What follows belongs to an exercise in optimizing a design on an open flow for a short achievable clock period and few clock cycles per item; a production flow would make more cautious choices.
Only simulation tests tie the RTL to the original design; equivalence was not proved.

==> sierra <==
==> flow/design.v (excerpt) <==
module muldiv_iter
#(
    parameter int XLEN     = 64,
    parameter bit WORD_OPS = 1
) (
    input  logic            clk,
    input  logic            rst,
    input  logic            flush,
    input  logic            in_valid,
    output logic            in_ready,
    input  logic [3:0]      op,
    input  logic [XLEN-1:0] rs1,
    input  logic [XLEN-1:0] rs2,
    output logic            out_valid,
    input  logic            out_ready,
    output logic [XLEN-1:0] result,
    output logic            busy
);
export LEC_CHECK = 0
export ABC_CLOCK_PERIOD_IN_PS = 3000
export CAP_MARGIN = 20
export CORE_MARGIN = 2
export CORE_UTILIZATION = 45
export CTS_CLUSTER_DIAMETER = 70
export CTS_CLUSTER_SIZE = 25
export SLEW_MARGIN = 20
export TNS_END_PERCENT = 20
create_clock -name core_clock -period 10.0 [get_ports {clk}]
standard.sh (not shown) runs the stock make flow with config.mk's settings and CLKGATE_MAP_FILE= SYNTH_SCRIPT=/design/flow/synth_recipe.tcl, a recipe that flattens the netlist after the stock synthesis.
==> flow/flow/run.sh <==
#!/bin/bash
set -euo pipefail
here=$(pwd)
bash standard.sh SETUP_SLACK_MARGIN=8 FASTROUTE_TCL="$here/flow/fastroute.tcl" finish > standard_flow.log 2>&1
==> flow/flow/fastroute.tcl <==
# Global routing layers for this design: the platform's own setup, except
# that met1 (crowded by the cells' pins and rails) gets far fewer tracks, so
# the global router moves wires up to met2-met4 and the detailed router has
# fewer shorts on met1 to repair.
set_global_routing_layer_adjustment met1 0.7
set_global_routing_layer_adjustment met2-met5 0.2
set_routing_layers -clock met3-met5
set_routing_layers -signal met1-met5
==> zinc: changes against sierra <==
--- a/flow/design.v
+++ b/flow/design.v
@@ -442,42 +442,45 @@
 ) (
     input  logic              clk,
     input  logic [4:0]        flags,
     input  logic [2*XLEN-1:0] p,
     output logic [4:0]        flags_q,
     output logic [2*XLEN-1:0] p_q,
-    output logic [XLEN-1:0]   nlo_q,     
-    output logic [XLEN-1:0]   nhi_q,     
-    output logic              lo0_q
+    output logic [2*XLEN-1:0] bn_q,      
+    output logic [2*XLEN/8-1:0] bz_q     
 );
     always_ff @(posedge clk) begin
         flags_q <= flags;
         p_q     <= p;
-        nlo_q   <= XLEN'(0) - p[XLEN-1:0];
-        nhi_q   <= XLEN'(0) - p[2*XLEN-1:XLEN];
-        lo0_q   <= (p[XLEN-1:0] == '0);
+        for (int i = 0; i < 2 * XLEN / 8; i++) begin
+            bn_q[8*i +: 8] <= 8'd0 - p[8*i +: 8];
+            bz_q[i]        <= (p[8*i +: 8] == 8'd0);
+        end
     end
 endmodule
 module muldiv_mul5
 #(
     parameter int XLEN = 64
 ) (
-    input  logic              clk,
-    input  logic [4:0]        flags,   
-    input  logic [2*XLEN-1:0] p,
-    input  logic [XLEN-1:0]   nlo,
-    input  logic [XLEN-1:0]   nhi,
-    input  logic              lo0,
-    output logic [XLEN-1:0]   res_q
+    input  logic                clk,
+    input  logic [4:0]          flags,   
+    input  logic [2*XLEN-1:0]   p,
+    input  logic [2*XLEN-1:0]   bn,
+    input  logic [2*XLEN/8-1:0] bz,
+    output logic [XLEN-1:0]     res_q
 );
-    logic [XLEN-1:0] val, res;
+    localparam int NB = 2 * XLEN / 8;
+    logic [2*XLEN-1:0] np;
+    logic [NB-1:0]     below;    
+    logic [XLEN-1:0]   val, res;
     always_comb begin
-        if (!flags[3])     val = flags[1] ? p[2*XLEN-1:XLEN] : p[XLEN-1:0];
-        else if (!flags[1]) val = nlo;
-        else if (lo0)       val = nhi;
-        else                val = ~p[2*XLEN-1:XLEN];
+        below[0] = 1'b1;
+        for (int i = 1; i < NB; i++) below[i] = below[i-1] && bz[i-1];
+        for (int i = 0; i < NB; i++) np[8*i +: 8] = below[i] ? bn[8*i +: 8] : ~p[8*i +: 8];
+        if (flags[3]) val = flags[1] ? np[2*XLEN-1:XLEN] : np[XLEN-1:0];
+        else          val = flags[1] ? p[2*XLEN-1:XLEN] : p[XLEN-1:0];
         if (flags[4])      res = '0;
         else if (flags[2]) res = XLEN'($signed(val[31:0]));
         else               res = val;
     end
     always_ff @(posedge clk) begin
         res_q <= res;
@@ -663,14 +666,14 @@
         .flags_q(f2f),
         .val_q  (e_val)
     );
     localparam int MDLY = NST - 2;    
     logic [4:0]           m1f, m2f, m3f, m4f, m5f;
     logic [2*XLEN-1:0]    m5p;
-    logic [XLEN-1:0]      m5nlo, m5nhi;
-    logic                 m5lo0;
+    logic [2*XLEN-1:0]    m5bn;
+    logic [2*XLEN/8-1:0]  m5bz;
     logic [10*2*XLEN-1:0] m1rows;
     logic [2*XLEN-1:0]    m2s, m2c;
     logic [XLEN-1:0]      m3lo, m3hs, m3hc;
     logic                 m3cy;
     logic [2*XLEN-1:0]    m4p;
     logic [XLEN-1:0]      mres [MDLY+1];
@@ -714,23 +717,21 @@
     muldiv_mul4 #(.XLEN(XLEN)) u_mul4 (
         .clk    (clk),
         .flags  (m4f),
         .p      (m4p),
         .flags_q(m5f),
         .p_q    (m5p),
-        .nlo_q  (m5nlo),
-        .nhi_q  (m5nhi),
-        .lo0_q  (m5lo0)
+        .bn_q   (m5bn),
+        .bz_q   (m5bz)
     );
     muldiv_mul5 #(.XLEN(XLEN)) u_mul5 (
         .clk    (clk),
         .flags  (m5f),
         .p      (m5p),
-        .nlo    (m5nlo),
-        .nhi    (m5nhi),
-        .lo0    (m5lo0),
+        .bn     (m5bn),
+        .bz     (m5bz),
         .res_q  (mres[0])
     );
     genvar gm;
     generate
         for (gm = 0; gm < MDLY; gm = gm + 1) begin : g_mdly
             always_ff @(posedge clk) mres[gm+1] <= mres[gm];
--- a/flow/config.mk
+++ b/flow/config.mk
@@ -5,11 +5,11 @@
 export SDC_FILE = /design/flow/constraint.sdc
 export NUM_CORES = 4
 export LEC_CHECK = 0
 export ABC_CLOCK_PERIOD_IN_PS = 3000
 export CAP_MARGIN = 20
 export CORE_MARGIN = 2
-export CORE_UTILIZATION = 45
+export CORE_UTILIZATION = 50
 export CTS_CLUSTER_DIAMETER = 70
 export CTS_CLUSTER_SIZE = 25
 export SLEW_MARGIN = 20
 export TNS_END_PERCENT = 20
==> willow: changes against sierra <==
--- a/flow/design.v
+++ b/flow/design.v
@@ -442,42 +442,45 @@
 ) (
     input  logic              clk,
     input  logic [4:0]        flags,
     input  logic [2*XLEN-1:0] p,
     output logic [4:0]        flags_q,
     output logic [2*XLEN-1:0] p_q,
-    output logic [XLEN-1:0]   nlo_q,     
-    output logic [XLEN-1:0]   nhi_q,     
-    output logic              lo0_q
+    output logic [2*XLEN-1:0] bn_q,      
+    output logic [2*XLEN/8-1:0] bz_q     
 );
     always_ff @(posedge clk) begin
         flags_q <= flags;
         p_q     <= p;
-        nlo_q   <= XLEN'(0) - p[XLEN-1:0];
-        nhi_q   <= XLEN'(0) - p[2*XLEN-1:XLEN];
-        lo0_q   <= (p[XLEN-1:0] == '0);
+        for (int i = 0; i < 2 * XLEN / 8; i++) begin
+            bn_q[8*i +: 8] <= 8'd0 - p[8*i +: 8];
+            bz_q[i]        <= (p[8*i +: 8] == 8'd0);
+        end
     end
 endmodule
 module muldiv_mul5
 #(
     parameter int XLEN = 64
 ) (
-    input  logic              clk,
-    input  logic [4:0]        flags,   
-    input  logic [2*XLEN-1:0] p,
-    input  logic [XLEN-1:0]   nlo,
-    input  logic [XLEN-1:0]   nhi,
-    input  logic              lo0,
-    output logic [XLEN-1:0]   res_q
+    input  logic                clk,
+    input  logic [4:0]          flags,   
+    input  logic [2*XLEN-1:0]   p,
+    input  logic [2*XLEN-1:0]   bn,
+    input  logic [2*XLEN/8-1:0] bz,
+    output logic [XLEN-1:0]     res_q
 );
-    logic [XLEN-1:0] val, res;
+    localparam int NB = 2 * XLEN / 8;
+    logic [2*XLEN-1:0] np;
+    logic [NB-1:0]     below;    
+    logic [XLEN-1:0]   val, res;
     always_comb begin
-        if (!flags[3])     val = flags[1] ? p[2*XLEN-1:XLEN] : p[XLEN-1:0];
-        else if (!flags[1]) val = nlo;
-        else if (lo0)       val = nhi;
-        else                val = ~p[2*XLEN-1:XLEN];
+        below[0] = 1'b1;
+        for (int i = 1; i < NB; i++) below[i] = below[i-1] && bz[i-1];
+        for (int i = 0; i < NB; i++) np[8*i +: 8] = below[i] ? bn[8*i +: 8] : ~p[8*i +: 8];
+        if (flags[3]) val = flags[1] ? np[2*XLEN-1:XLEN] : np[XLEN-1:0];
+        else          val = flags[1] ? p[2*XLEN-1:XLEN] : p[XLEN-1:0];
         if (flags[4])      res = '0;
         else if (flags[2]) res = XLEN'($signed(val[31:0]));
         else               res = val;
     end
     always_ff @(posedge clk) begin
         res_q <= res;
@@ -500,13 +503,13 @@
     input  logic            out_ready,
     output logic [XLEN-1:0] result,
     output logic            busy
 );
     localparam int NST   = muldiv_pkg::NSTAGES;
     localparam int DEPTH = NST + 8;
-    localparam int QN    = DEPTH - 1;         
+    localparam int QN    = DEPTH;             
     localparam int QW    = $clog2(QN);
     localparam int CNTW  = $clog2(DEPTH + 1);
     logic kill;
     logic acc;
     logic hand;
     assign kill = rst || flush;
@@ -663,14 +666,14 @@
         .flags_q(f2f),
         .val_q  (e_val)
     );
     localparam int MDLY = NST - 2;    
     logic [4:0]           m1f, m2f, m3f, m4f, m5f;
     logic [2*XLEN-1:0]    m5p;
-    logic [XLEN-1:0]      m5nlo, m5nhi;
-    logic                 m5lo0;
+    logic [2*XLEN-1:0]    m5bn;
+    logic [2*XLEN/8-1:0]  m5bz;
     logic [10*2*XLEN-1:0] m1rows;
     logic [2*XLEN-1:0]    m2s, m2c;
     logic [XLEN-1:0]      m3lo, m3hs, m3hc;
     logic                 m3cy;
     logic [2*XLEN-1:0]    m4p;
     logic [XLEN-1:0]      mres [MDLY+1];
@@ -714,23 +717,21 @@
     muldiv_mul4 #(.XLEN(XLEN)) u_mul4 (
         .clk    (clk),
         .flags  (m4f),
         .p      (m4p),
         .flags_q(m5f),
         .p_q    (m5p),
-        .nlo_q  (m5nlo),
-        .nhi_q  (m5nhi),
-        .lo0_q  (m5lo0)
+        .bn_q   (m5bn),
+        .bz_q   (m5bz)
     );
     muldiv_mul5 #(.XLEN(XLEN)) u_mul5 (
         .clk    (clk),
         .flags  (m5f),
         .p      (m5p),
-        .nlo    (m5nlo),
-        .nhi    (m5nhi),
-        .lo0    (m5lo0),
+        .bn     (m5bn),
+        .bz     (m5bz),
         .res_q  (mres[0])
     );
     genvar gm;
     generate
         for (gm = 0; gm < MDLY; gm = gm + 1) begin : g_mdly
             always_ff @(posedge clk) mres[gm+1] <= mres[gm];
@@ -747,40 +748,43 @@
         else if (e_word) e_res = XLEN'($signed(e_n[31:0]));
         else             e_res = e_n;
     end
     logic [XLEN-1:0] q_mem [QN];
     logic [QW-1:0]   wptr;
     logic [QW-1:0]   rptr;
+    logic [QW-1:0]   rptr1;               
     logic [QW:0]     qcnt;
+    logic [QW:0]     qleft;               
     logic [CNTW-1:0] cnt;
     logic [CNTW-1:0] cnt_n;
-    logic            out_free;
-    logic            q_some;
-    logic            pop;
-    assign out_free = !out_valid || out_ready;
-    assign q_some   = (qcnt != '0);
-    assign pop      = out_free && (q_some || pv);
+    assign qleft = qcnt - (QW+1)'(hand);
     always_ff @(posedge clk) begin
         if (pv) q_mem[wptr] <= e_res;
     end
     always_ff @(posedge clk) begin
         if (kill) begin
             wptr      <= '0;
             rptr      <= '0;
+            rptr1     <= QW'(1);
             qcnt      <= '0;
             out_valid <= 1'b0;
         end else begin
             if (pv) wptr <= (wptr == QW'(QN - 1)) ? '0 : wptr + QW'(1);
-            if (pop) rptr <= (rptr == QW'(QN - 1)) ? '0 : rptr + QW'(1);
-            qcnt <= qcnt + (QW+1)'(pv) - (QW+1)'(pop);
-            if (out_free) begin
-                out_valid <= q_some || pv;
-                result    <= q_some ? q_mem[rptr] : e_res;
+            if (hand) begin
+                rptr  <= rptr1;
+                rptr1 <= (rptr1 == QW'(QN - 1)) ? '0 : rptr1 + QW'(1);
             end
+            qcnt      <= qleft + (QW+1)'(pv);
+            out_valid <= (qleft != '0) || pv;
         end
     end
+    always_ff @(posedge clk) begin
+        if (qleft == '0) result <= e_res;
+        else if (hand)   result <= q_mem[rptr1];
+        else             result <= q_mem[rptr];
+    end
     always_comb begin
         if (kill) cnt_n = '0;
         else      cnt_n = cnt + CNTW'(acc) - CNTW'(hand);
     end
     always_ff @(posedge clk) begin
         cnt      <= cnt_n;
==> flow/run.sh (new file) <==
#!/bin/bash
# synth_recipe.tcl (not shown) runs the flow's synth.tcl, then flattens the netlist and writes it again
# the make line also repeats each setting of config.mk as NAME=value (left out here)
make -C /OpenROAD-flow-scripts/flow DESIGN_CONFIG=/design/flow/config.mk WORK_HOME=/design/flow/orfs CLKGATE_MAP_FILE= SYNTH_SCRIPT=/design/flow/synth_recipe.tcl finish
--- a/flow/config.mk
+++ b/flow/config.mk
@@ -5,11 +5,12 @@
 export SDC_FILE = /design/flow/constraint.sdc
 export NUM_CORES = 4
 export LEC_CHECK = 0
 export ABC_CLOCK_PERIOD_IN_PS = 3000
 export CAP_MARGIN = 20
 export CORE_MARGIN = 2
-export CORE_UTILIZATION = 45
+export CORE_UTILIZATION = 40
 export CTS_CLUSTER_DIAMETER = 70
 export CTS_CLUSTER_SIZE = 25
+export SETUP_SLACK_MARGIN = 5
 export SLEW_MARGIN = 20
 export TNS_END_PERCENT = 20
removed: flow/flow/run.sh
removed: flow/flow/fastroute.tcl
removed: flow/standard.sh
==> summary of the runs <==
willow went through all stages and came out clean. zinc failed in global routing on GRT-0232. sierra finished but fails on antenna violations, max-capacitance violations, max-slew violations.
In willow the cell count is larger than in sierra, by 0.34%.
Of willow and sierra, sierra has the higher non-clock buffer count (gap 3549).
Between willow and sierra, the lower first-iteration DRC count is in sierra (gap about 50%, measured against sierra).
Of sierra and willow, sierra has the higher routed wire length (gap about 30%, measured against willow).
Via count: willow is lower than sierra (6.3%).
Area after synthesis: sierra < zinc < willow.
Register-to-register slack: willow is lower than sierra (0.89 ns).
Testbench counts of sierra, summed over its fixed seeds: cycles 2,712, items 2,400.
Testbench counts of zinc, summed over its fixed seeds: cycles 2,712, items 2,400.
Testbench counts of willow, summed over its fixed seeds: cycles 2,712, items 2,400.

## afterwards: timing with drivers on the ports
In the flow no input, the clock included, has a driving cell. The finished layouts below were timed again as built, in two steps. Step 1, drivers: a clkbuf_16 drives clk and a buf_2 each remaining input, both assumed. Step 2 adds t to the input delays and takes it off the output delays; t is the mean of the earliest and latest rising clock arrival at the registers after step 1. Input paths then give back, and output paths get back, about the clock's delay inside the block. Slacks: ideal ports / drivers / drivers and shift; pairs: ideal ports / drivers.
run | t, ns | slack for setup (ns) | clock arrival spread, ns | worst data-port slew with drivers (ns)
sierra | 1.423 | 5.603 / 5.438 / 4.944 | 0.147 / 0.148 | 0.13
willow | 1.437 | 4.905 / 4.737 / 4.416 | 0.231 / 0.230 | 0.07
For sierra, which loses most, drivers alone change the setup slack by -0.165 ns; drivers and shift together by -0.659 ns.
